Source: an optimization exercise on an open RTL-to-GDS flow (aim: small area and few clock cycles per item). Production flows keep margins and buffers that such runs may drop. Function was checked by simulation only, so behaviour that the tests miss may differ from the original. Power and IR drop assume default switching activity.

==> inputs of 09-06 <==
// pcs_tx_top
module pcs_tx_top #(
  parameter int DEPTH = 4,
  parameter int OUT_CREDITS = 4
) (
  input  logic        CLK,
  input  logic        reset,
  input  logic        in_valid,
  input  logic [63:0] in_data,
  input  logic [7:0]  in_ctrl,
  output logic        in_credit,
  input  logic        out_credit,
  output logic        out_valid,
  output logic [65:0] out_block
);
==> module block_encoder, before the edit <==
module block_encoder (
  input  logic [63:0] in_data,
  input  logic [7:0]  in_ctrl,
  output logic        blk_ctrl,
  output logic [63:0] blk_payload
);
  localparam int lane_width = 8;
  localparam int lane_count = 8;
  localparam int code_w     = 7;  
  localparam logic [1:0] kind_data  = 2'd0;
  localparam logic [1:0] kind_ctrl  = 2'd1;
  localparam logic [1:0] kind_start = 2'd2;
  localparam logic [1:0] kind_term  = 2'd3;
  localparam logic [lane_width-1:0] char_idle    = 8'h07;
  localparam logic [lane_width-1:0] char_start   = 8'hfb;
  localparam logic [lane_width-1:0] char_term    = 8'hfd;
  localparam logic [lane_width-1:0] char_error   = 8'hfe;
  localparam logic [lane_width-1:0] char_order   = 8'h9c;  
  localparam logic [lane_width-1:0] char_fsig    = 8'h5c;  
  localparam logic [lane_width-1:0] char_idle_r  = 8'h1c;
  localparam logic [lane_width-1:0] char_idle_a  = 8'h7c;
  localparam logic [lane_width-1:0] char_idle_k  = 8'hbc;
  localparam logic [lane_width-1:0] char_code_3c = 8'h3c;
  localparam logic [lane_width-1:0] char_code_dc = 8'hdc;
  localparam logic [lane_width-1:0] char_code_f7 = 8'hf7;
  localparam logic [6:0] ctl_idle   = 7'h00;
  localparam logic [6:0] ctl_idle_a = 7'h4b;
  localparam logic [6:0] ctl_idle_k = 7'h55;
  localparam logic [6:0] ctl_idle_r = 7'h2d;
  localparam logic [6:0] ctl_3c     = 7'h33;
  localparam logic [6:0] ctl_dc     = 7'h66;
  localparam logic [6:0] ctl_f7     = 7'h78;
  localparam logic [6:0] ctl_error  = 7'h1e;
  localparam int block_width   = 66;
  localparam int payload_width = 64;
  localparam int scram_width   = 58;
  localparam logic [1:0] sync_data = 2'b10;
  localparam logic [1:0] sync_ctrl = 2'b01;
  localparam logic [3:0] order_fsig = 4'hf;
  localparam logic [7:0] type_ctrl       = 8'h1e;  
  localparam logic [7:0] type_ctrl_ord   = 8'h2d;
  localparam logic [7:0] type_ctrl_start = 8'h33;
  localparam logic [7:0] type_ord_start  = 8'h66;
  localparam logic [7:0] type_ord_ord    = 8'h55;
  localparam logic [7:0] type_start      = 8'h78;
  localparam logic [7:0] type_ord_ctrl   = 8'h4b;
  localparam logic [63:0] type_term = 64'hff_e1_d2_cc_b4_aa_99_87;
  logic [7:0]  d, c, s, t, o, f;
  logic [55:0] codes;
  logic        lo_c, lo_o, lo_s, lo_d, lo_t;
  logic        hi_c, hi_o, hi_s, hi_d, hi_t;
  logic        f_cc, f_co, f_cs, f_os, f_oo, f_s, f_oc, f_d;
  logic [7:0]  f_t;
  logic        any_t, valid, plain;
  logic [7:0]  blk_type;
  for (genvar i = 0; i < lane_count; i++)
  begin : g_lane
    control_lane_decoder decoder_i (
      .lane_char (in_data[i*lane_width +: lane_width]),
      .is_ctrl   (in_ctrl[i]),
      .is_data   (d[i]),
      .is_cntl   (c[i]),
      .is_start  (s[i]),
      .is_term   (t[i]),
      .is_order  (o[i]),
      .is_fsig   (f[i]),
      .ctl_code  (codes[i*code_w +: code_w])
    );
  end
  assign lo_c = &c[3:0];
  assign lo_o = o[0] && &d[3:1];
  assign lo_s = s[0] && &d[3:1];
  assign lo_d = &d[3:0];
  assign hi_c = &c[7:4];
  assign hi_o = o[4] && &d[7:5];
  assign hi_s = s[4] && &d[7:5];
  assign hi_d = &d[7:4];
  for (genvar k = 0; k < lane_count; k++)
  begin : g_term
    localparam int b = k < 4 ? 0 : 4;
    logic below, above;
    if (k == b)
      assign below = 1'b1;
    else
      assign below = &d[k-1:b];
    if (k == b + 3)
      assign above = 1'b1;
    else
      assign above = &c[b+3:k+1];
    assign f_t[k] = below && t[k] && above && (k < 4 ? hi_c : lo_d);
  end
  assign any_t = |f_t;
  assign f_cc = lo_c && hi_c;
  assign f_co = lo_c && hi_o;
  assign f_cs = lo_c && hi_s;
  assign f_os = lo_o && hi_s;
  assign f_oo = lo_o && hi_o;
  assign f_oc = lo_o && hi_c;
  assign f_s  = lo_s && hi_d;
  assign f_d  = lo_d && hi_d;
  assign plain = f_cc || f_co || f_cs || f_os || f_oo || f_oc || f_s || f_d;
  assign valid = plain || any_t;
  always_comb
  begin
    blk_type = 8'h00;
    if (f_cc || !valid) blk_type = blk_type | type_ctrl;
    if (f_co) blk_type = blk_type | type_ctrl_ord;
    if (f_cs) blk_type = blk_type | type_ctrl_start;
    if (f_os) blk_type = blk_type | type_ord_start;
    if (f_oo) blk_type = blk_type | type_ord_ord;
    if (f_s)  blk_type = blk_type | type_start;
    if (f_oc) blk_type = blk_type | type_ord_ctrl;
    for (int k = 0; k < lane_count; k++)
      if (f_t[k]) blk_type = blk_type | type_term[8*k +: 8];
  end
  always_comb
  begin
    blk_ctrl = !f_d;
    blk_payload = '0;
    blk_payload[7:0] = blk_type;
    for (int i = 0; i < lane_count; i++)
    begin
      if (d[i] && plain)
        blk_payload[8*i +: 8] = blk_payload[8*i +: 8] | in_data[8*i +: 8];
      if (i < lane_count - 1 && d[i] && any_t)
        blk_payload[8*i+8 +: 8] = blk_payload[8*i+8 +: 8] | in_data[8*i +: 8];
      if (c[i] && valid)
        blk_payload[8+7*i +: 7] = blk_payload[8+7*i +: 7] | codes[7*i +: 7];
      if (!valid)
        blk_payload[8+7*i +: 7] = blk_payload[8+7*i +: 7] | ctl_error;
    end
    if (o[0] && valid)
      blk_payload[32 +: 4] = blk_payload[32 +: 4] | {4{f[0]}};
    if (o[4] && valid)
      blk_payload[36 +: 4] = blk_payload[36 +: 4] | {4{f[4]}};
  end
endmodule
export LEC_CHECK = 0
export CAP_MARGIN = 20
export CORE_MARGIN = 2
export CORE_UTILIZATION = 40
export SLEW_MARGIN = 20
create_clock -name core_clock -period 6.4 [get_ports {CLK}]
run.sh (not shown) runs the stock make flow with config.mk's settings and CLKGATE_MAP_FILE= SYNTH_SCRIPT=/design/flow/synth_recipe.tcl, a recipe that flattens the netlist after the stock synthesis.
==> 02-05: changes against 09-06 <==
==> flow/flow/run.sh (new file) <==
#!/bin/bash
# The standard layout (standard.sh) with three changes to how it is made:
# - synthesis maps with an area-oriented ABC script (flow/abc_area.script,
#   used through ABC_AREA=1 from a copy of the ORFS scripts folder; every
#   other script is ORFS's own, unchanged);
# - synthesis leaves half and full adders to ABC (ADDER_MAP_FILE empty);
# - each port gets the smallest buffer, sky130_fd_sc_hd__buf_1;
# - the clock tree uses small clusters of clkbuf_4 without dummy loads.
set -euo pipefail
rm -rf scripts_area
cp -r "$FLOW_HOME/scripts" scripts_area
cp flow/abc_area.script scripts_area/abc_area.script
export SCRIPTS_DIR="$PWD/scripts_area"
export ADDER_MAP_FILE=
export BUFFER_PORTS_ARGS="-buffer_cell sky130_fd_sc_hd__buf_1"
export CTS_ARGS="-sink_clustering_enable -repair_clock_nets -dont_use_dummy_load -sink_clustering_size 10 -sink_clustering_max_diameter 30 -buf_list sky130_fd_sc_hd__clkbuf_4"
bash standard.sh > standard.log 2>&1
==> flow/flow/abc_area.script (new file) <==
strash
&get -n
&deepsyn -T 20
&put
dch -f
map -a
topo
stime -c
==> flow/standard.sh (new file) <==
#!/bin/bash
# synth_recipe.tcl (not shown) runs the flow's synth.tcl, then flattens the netlist and writes it again
# the make line also repeats each setting of config.mk as NAME=value (left out here)
make -C /OpenROAD-flow-scripts/flow DESIGN_CONFIG=/design/flow/config.mk WORK_HOME=/design/flow/orfs CLKGATE_MAP_FILE= SYNTH_SCRIPT=/design/flow/synth_recipe.tcl "${@:-finish}"
- ABC_AREA: not set -> 1
- CORE_UTILIZATION: 40 -> 65
removed: flow/run.sh
==> 05-15: changes against 09-06 <==
--- a/flow/design.v
+++ b/flow/design.v
@@ -239,10 +239,11 @@
     blk_payload = '0;
     blk_payload[7:0] = blk_type;
+    for (int i = 0; i < lane_count - 1; i++)
+      if (d[i] && any_t)
+        blk_payload[8*i+8 +: 8] = blk_payload[8*i+8 +: 8] | in_data[8*i +: 8];
     for (int i = 0; i < lane_count; i++)
     begin
       if (d[i] && plain)
         blk_payload[8*i +: 8] = blk_payload[8*i +: 8] | in_data[8*i +: 8];
-      if (i < lane_count - 1 && d[i] && any_t)
-        blk_payload[8*i+8 +: 8] = blk_payload[8*i+8 +: 8] | in_data[8*i +: 8];
       if (c[i] && valid)
         blk_payload[8+7*i +: 7] = blk_payload[8+7*i +: 7] | codes[7*i +: 7];
==> flow/flow/run.sh (new file) <==
#!/bin/bash
# The standard layout (standard.sh) with four changes to how it is made:
# - synthesis maps with an area-oriented ABC script (flow/abc_area.script:
#   a deterministic deepsyn pass, then area-oriented &nf mapping), used through
#   ABC_AREA=1 from a copy of the ORFS scripts folder; every other script
#   is ORFS's own, unchanged;
# - synthesis leaves half and full adders to ABC (ADDER_MAP_FILE empty);
# - each port gets the smallest buffer, sky130_fd_sc_hd__buf_1;
# - the clock tree uses small clusters of clkbuf_4 without dummy loads.
# standard.sh's make output goes to standard.log; ORFS keeps each step's
# log under orfs/logs.
set -euo pipefail
rm -rf scripts_area
cp -r "$FLOW_HOME/scripts" scripts_area
cp flow/abc_area.script scripts_area/abc_area.script
export SCRIPTS_DIR="$PWD/scripts_area"
export ADDER_MAP_FILE=
export BUFFER_PORTS_ARGS="-buffer_cell sky130_fd_sc_hd__buf_1"
export CTS_ARGS="-sink_clustering_enable -repair_clock_nets -dont_use_dummy_load -sink_clustering_size 10 -sink_clustering_max_diameter 30 -buf_list sky130_fd_sc_hd__clkbuf_4"
bash standard.sh > standard.log 2>&1
==> flow/flow/abc_area.script (new file) <==
strash
&get -n
&deepsyn -I 1 -J 20
&dch -f
&nf -p -D 3500
&put
topo
stime -c
==> flow/standard.sh (new file) <==
#!/bin/bash
# synth_recipe.tcl (not shown) runs the flow's synth.tcl, then flattens the netlist and writes it again
# the make line also repeats each setting of config.mk as NAME=value (left out here)
make -C /OpenROAD-flow-scripts/flow DESIGN_CONFIG=/design/flow/config.mk WORK_HOME=/design/flow/orfs CLKGATE_MAP_FILE= SYNTH_SCRIPT=/design/flow/synth_recipe.tcl "${@:-finish}"
- ABC_AREA: not set -> 1
- CORE_UTILIZATION: 40 -> 65
removed: flow/run.sh
==> 09-12: changes against 09-06 <==
- CORE_UTILIZATION: 40 -> 65
- CTS_BUF_LIST: not set -> sky130_fd_sc_hd__clkbuf_16
- CTS_CLUSTER_DIAMETER: not set -> 60
- CTS_CLUSTER_SIZE: not set -> 30
==> key figures <==
Status
  • Outcome: complete, no violations

Final layout
  • Final std cells w/o fill: 1661
  • Fraction of area in multi-input gates: 31.1%

Pwr
  • Clk pwr share: 23.0%
  • Seq pwr: 0.00214 W
  • Internal power: 0.00245 W

Floorplan
  • Tap cells: 229

Yosys
  • Synth unique cells: 32

Route
  • DR WL/cell: 21.8 µm

Placed design
  • Setup WS pre-CTS: 0.143 ns
-- figures above: 02-05

==> key figures <==
Status
  • Outcome: complete, no violations

Final layout
  • Final std cells w/o fill: 1539
  • Fraction of area in multi-input gates: 35.7%

Yosys
  • Synth unique cells: 83

Pwr
  • Clk pwr share: 27.3%

Placed design
  • Setup WS pre-CTS: 0.634 ns
-- figures above: 09-12

==> key figures <==
Floorplan
  • Tap cells: 229

Placed design
  • Setup WS pre-CTS: 0.343 ns

Pwr
  • Seq pwr: 0.00214 W

Final layout
  • Final std cells w/o fill: 1434
  • Fraction of area in multi-input gates: 34.3%

Status
  • Outcome: complete, no violations

Route
  • DR WL/cell: 25.8 µm
-- figures above: 05-15

==> key figures <==
Route
  • DR WL/cell: 21.3 µm
  • Met1 Wirelength: 16700 µm

Pwr
  • Seq pwr: 0.00209 W
  • Internal power: 0.00326 W
  • Clk pwr share: 37.9%

Status
  • Outcome: complete, no violations

Final layout
  • Fraction of area in multi-input gates: 34.0%
  • Layout cells sized above 1: 9.26%
  • Final std cells w/o fill: 1748

Yosys
  • Synth unique cells: 83
-- figures above: 09-06

Testbench counts of 09-06, summed over its fixed seeds: cycles 12,032, words 12,000.
Testbench counts of 02-05, summed over its fixed seeds: cycles 12,032, words 12,000.
Testbench counts of 05-15, summed over its fixed seeds: cycles 12,032, words 12,000.
Testbench counts of 09-12, summed over its fixed seeds: cycles 12,032, words 12,000.

==> wip/zinc <==
pcs_tx_top with an RTL version that a note above also has.
// pcs_tx_top
module pcs_tx_top #(
  parameter int DEPTH = 4,
  parameter int OUT_CREDITS = 4
) (
  input  logic        CLK,
  input  logic        reset,
  input  logic        in_valid,
  input  logic [63:0] in_data,
  input  logic [7:0]  in_ctrl,
  output logic        in_credit,
  input  logic        out_credit,
  output logic        out_valid,
  output logic [65:0] out_block
);
==> module block_encoder, before the edit <==
module block_encoder (
  input  logic [63:0] in_data,
  input  logic [7:0]  in_ctrl,
  output logic        blk_ctrl,
  output logic [63:0] blk_payload
);
  localparam int lane_width = 8;
  localparam int lane_count = 8;
  localparam int code_w     = 7;  
  localparam logic [1:0] kind_data  = 2'd0;
  localparam logic [1:0] kind_ctrl  = 2'd1;
  localparam logic [1:0] kind_start = 2'd2;
  localparam logic [1:0] kind_term  = 2'd3;
  localparam logic [lane_width-1:0] char_idle    = 8'h07;
  localparam logic [lane_width-1:0] char_start   = 8'hfb;
  localparam logic [lane_width-1:0] char_term    = 8'hfd;
  localparam logic [lane_width-1:0] char_error   = 8'hfe;
  localparam logic [lane_width-1:0] char_order   = 8'h9c;  
  localparam logic [lane_width-1:0] char_fsig    = 8'h5c;  
  localparam logic [lane_width-1:0] char_idle_r  = 8'h1c;
  localparam logic [lane_width-1:0] char_idle_a  = 8'h7c;
  localparam logic [lane_width-1:0] char_idle_k  = 8'hbc;
  localparam logic [lane_width-1:0] char_code_3c = 8'h3c;
  localparam logic [lane_width-1:0] char_code_dc = 8'hdc;
  localparam logic [lane_width-1:0] char_code_f7 = 8'hf7;
  localparam logic [6:0] ctl_idle   = 7'h00;
  localparam logic [6:0] ctl_idle_a = 7'h4b;
  localparam logic [6:0] ctl_idle_k = 7'h55;
  localparam logic [6:0] ctl_idle_r = 7'h2d;
  localparam logic [6:0] ctl_3c     = 7'h33;
  localparam logic [6:0] ctl_dc     = 7'h66;
  localparam logic [6:0] ctl_f7     = 7'h78;
  localparam logic [6:0] ctl_error  = 7'h1e;
  localparam int block_width   = 66;
  localparam int payload_width = 64;
  localparam int scram_width   = 58;
  localparam logic [1:0] sync_data = 2'b10;
  localparam logic [1:0] sync_ctrl = 2'b01;
  localparam logic [3:0] order_fsig = 4'hf;
  localparam logic [7:0] type_ctrl       = 8'h1e;  
  localparam logic [7:0] type_ctrl_ord   = 8'h2d;
  localparam logic [7:0] type_ctrl_start = 8'h33;
  localparam logic [7:0] type_ord_start  = 8'h66;
  localparam logic [7:0] type_ord_ord    = 8'h55;
  localparam logic [7:0] type_start      = 8'h78;
  localparam logic [7:0] type_ord_ctrl   = 8'h4b;
  localparam logic [63:0] type_term = 64'hff_e1_d2_cc_b4_aa_99_87;
  logic [7:0]  d, c, s, t, o, f;
  logic [55:0] codes;
  logic        lo_c, lo_o, lo_s, lo_d, lo_t;
  logic        hi_c, hi_o, hi_s, hi_d, hi_t;
  logic        f_cc, f_co, f_cs, f_os, f_oo, f_s, f_oc, f_d;
  logic [7:0]  f_t;
  logic        any_t, valid, plain;
  logic [7:0]  blk_type;
  for (genvar i = 0; i < lane_count; i++)
  begin : g_lane
    control_lane_decoder decoder_i (
      .lane_char (in_data[i*lane_width +: lane_width]),
      .is_ctrl   (in_ctrl[i]),
      .is_data   (d[i]),
      .is_cntl   (c[i]),
      .is_start  (s[i]),
      .is_term   (t[i]),
      .is_order  (o[i]),
      .is_fsig   (f[i]),
      .ctl_code  (codes[i*code_w +: code_w])
    );
  end
  assign lo_c = &c[3:0];
  assign lo_o = o[0] && &d[3:1];
  assign lo_s = s[0] && &d[3:1];
  assign lo_d = &d[3:0];
  assign hi_c = &c[7:4];
  assign hi_o = o[4] && &d[7:5];
  assign hi_s = s[4] && &d[7:5];
  assign hi_d = &d[7:4];
  for (genvar k = 0; k < lane_count; k++)
  begin : g_term
    localparam int b = k < 4 ? 0 : 4;
    logic below, above;
    if (k == b)
      assign below = 1'b1;
    else
      assign below = &d[k-1:b];
    if (k == b + 3)
      assign above = 1'b1;
    else
      assign above = &c[b+3:k+1];
    assign f_t[k] = below && t[k] && above && (k < 4 ? hi_c : lo_d);
  end
  assign any_t = |f_t;
  assign f_cc = lo_c && hi_c;
  assign f_co = lo_c && hi_o;
  assign f_cs = lo_c && hi_s;
  assign f_os = lo_o && hi_s;
  assign f_oo = lo_o && hi_o;
  assign f_oc = lo_o && hi_c;
  assign f_s  = lo_s && hi_d;
  assign f_d  = lo_d && hi_d;
  assign plain = f_cc || f_co || f_cs || f_os || f_oo || f_oc || f_s || f_d;
  assign valid = plain || any_t;
  always_comb
  begin
    blk_type = 8'h00;
    if (f_cc || !valid) blk_type = blk_type | type_ctrl;
    if (f_co) blk_type = blk_type | type_ctrl_ord;
    if (f_cs) blk_type = blk_type | type_ctrl_start;
    if (f_os) blk_type = blk_type | type_ord_start;
    if (f_oo) blk_type = blk_type | type_ord_ord;
    if (f_s)  blk_type = blk_type | type_start;
    if (f_oc) blk_type = blk_type | type_ord_ctrl;
    for (int k = 0; k < lane_count; k++)
      if (f_t[k]) blk_type = blk_type | type_term[8*k +: 8];
  end
  always_comb
  begin
    blk_ctrl = !f_d;
    blk_payload = '0;
    blk_payload[7:0] = blk_type;
    for (int i = 0; i < lane_count - 1; i++)
      if (d[i] && any_t)
        blk_payload[8*i+8 +: 8] = blk_payload[8*i+8 +: 8] | in_data[8*i +: 8];
    for (int i = 0; i < lane_count; i++)
    begin
      if (d[i] && plain)
        blk_payload[8*i +: 8] = blk_payload[8*i +: 8] | in_data[8*i +: 8];
      if (c[i] && valid)
        blk_payload[8+7*i +: 7] = blk_payload[8+7*i +: 7] | codes[7*i +: 7];
      if (!valid)
        blk_payload[8+7*i +: 7] = blk_payload[8+7*i +: 7] | ctl_error;
    end
    if (o[0] && valid)
      blk_payload[32 +: 4] = blk_payload[32 +: 4] | {4{f[0]}};
    if (o[4] && valid)
      blk_payload[36 +: 4] = blk_payload[36 +: 4] | {4{f[4]}};
  end
endmodule
clock: 6.4 ns
lec_check: 0
abc_area: 1
cap_margin: 20
core_margin: 2
core_utilization: 65
slew_margin: 20
standard.sh (not shown) runs the stock make flow with config.mk's settings and CLKGATE_MAP_FILE= SYNTH_SCRIPT=/design/flow/synth_recipe.tcl, a recipe that flattens the netlist after the stock synthesis.
==> flow/flow/run.sh <==
#!/bin/bash
# The standard layout (standard.sh) with four changes to how it is made:
# - synthesis maps with an area-oriented ABC script (flow/abc_area.script:
#   a deterministic deepsyn pass, then area-only mapping), used through
#   ABC_AREA=1 from a copy of the ORFS scripts folder; every other script
#   is ORFS's own, unchanged;
# - synthesis leaves half and full adders to ABC (ADDER_MAP_FILE empty);
# - each port gets the smallest buffer, sky130_fd_sc_hd__buf_1;
# - the clock tree uses small clusters of clkbuf_4 without dummy loads.
# standard.sh's make output goes to standard.log; ORFS keeps each step's
# log under orfs/logs.
set -euo pipefail
rm -rf scripts_area
cp -r "$FLOW_HOME/scripts" scripts_area
cp flow/abc_area.script scripts_area/abc_area.script
export SCRIPTS_DIR="$PWD/scripts_area"
export ADDER_MAP_FILE=
export BUFFER_PORTS_ARGS="-buffer_cell sky130_fd_sc_hd__buf_1"
export CTS_ARGS="-sink_clustering_enable -repair_clock_nets -dont_use_dummy_load -sink_clustering_size 10 -sink_clustering_max_diameter 30 -buf_list sky130_fd_sc_hd__clkbuf_4"
bash standard.sh > standard.log 2>&1
==> flow/flow/abc_area.script <==
strash
&get -n
&deepsyn -I 1 -J 20
&put
dch -f
map -a
topo
stime -c
==> inputs of wip/lagoon, as changes to wip/zinc <==
--- a/flow/design.v
+++ b/flow/design.v
@@ -238,13 +238,12 @@
     blk_ctrl = !f_d;
     blk_payload = '0;
     blk_payload[7:0] = blk_type;
-    for (int i = 0; i < lane_count - 1; i++)
-      if (d[i] && any_t)
-        blk_payload[8*i+8 +: 8] = blk_payload[8*i+8 +: 8] | in_data[8*i +: 8];
     for (int i = 0; i < lane_count; i++)
     begin
       if (d[i] && plain)
         blk_payload[8*i +: 8] = blk_payload[8*i +: 8] | in_data[8*i +: 8];
+      if (i < lane_count - 1 && d[i] && any_t)
+        blk_payload[8*i+8 +: 8] = blk_payload[8*i+8 +: 8] | in_data[8*i +: 8];
       if (c[i] && valid)
         blk_payload[8+7*i +: 7] = blk_payload[8+7*i +: 7] | codes[7*i +: 7];
       if (!valid)
==> flow/flow/run.sh (replaced) <==
#!/bin/bash
# the standard layout, with the smallest buffer on each port.
export BUFFER_PORTS_ARGS="-buffer_cell sky130_fd_sc_hd__buf_1"
bash standard.sh > standard.log 2>&1
Settings changed: ABC_AREA 1 to default.
removed: flow/flow/abc_area.script
==> notes <==
- Between wip/zinc and wip/lagoon, the lower maximum frequency is in wip/zinc (gap 9.2%, measured against wip/lagoon).
- Between wip/lagoon and wip/zinc, the lower total power is in wip/zinc (gap about 23%, measured against wip/zinc).
- Cell count: wip/zinc is larger than wip/lagoon (4.8%).
- In wip/lagoon the sequential share of layout area is lower than in wip/zinc, by 4.6 points.
==> figures <==
	wip/zinc	wip/lagoon
Run status	finished clean	finished clean
Area of the placeable core	0.0181 mm2	0.0201 mm2
Clk Latency, worst-skew pair	0.70 ns	0.54 ns
Pin count of the biggest net entering global routing	66	76
#MultiIn Comb	742	774
Fill cell instance count of the final layout	1250	1315
Placed Cells incl. Taps	1587	1510
Vias	10062	10665
Setup clock skew after layout	0.130 ns	0.0393 ns
Clock group total power	0.797 mW	1.51 mW
Testbench counts of wip/zinc, summed over its fixed seeds: cycles 12,032, words 12,000.
Testbench counts of wip/lagoon, summed over its fixed seeds: cycles 12,032, words 12,000.

static timing again, ports no longer ideal:
Ports are ideal in the flow. The routed layouts listed here were re-timed in OpenROAD.
Step 1, drivers: a clkbuf_16 drives CLK and a buf_2 each remaining input, both assumed.
Step 2 moves the port delays by t, midway between the first and last clock arrival at a register: inputs arrive t later, outputs are due t later. That takes back most of the time a late clock gives input paths.
Slacks: no drivers / after step 1 / after step 2; pairs: no drivers / after step 1.
run | shift t [ns] | setup slack, ns | hold slack, ns
09-06 | 0.564 | 0.979 / 1.007 / 0.443 | 0.407 / 0.407 / 0.407
02-05 | 0.649 | 0.490 / 0.511 / -0.139 | 0.378 / 0.378 / 0.378
05-15 | 0.645 | 0.788 / 0.801 / 0.156 | 0.391 / 0.391 / 0.391
09-12 | 0.538 | 1.027 / 1.052 / 0.513 | 0.417 / 0.417 / 0.417
wip/zinc | 0.674 | 0.699 / 0.717 / 0.043 | 0.362 / 0.362 / 0.362
wip/lagoon | 0.574 | 1.222 / 1.253 / 0.680 | 0.403 / 0.403 / 0.403
Met with ideal ports but missed after step 2: setup timing in 02-05. For wip/zinc, which loses most, drivers alone change the setup slack by +0.018 ns; drivers and shift together by -0.656 ns.
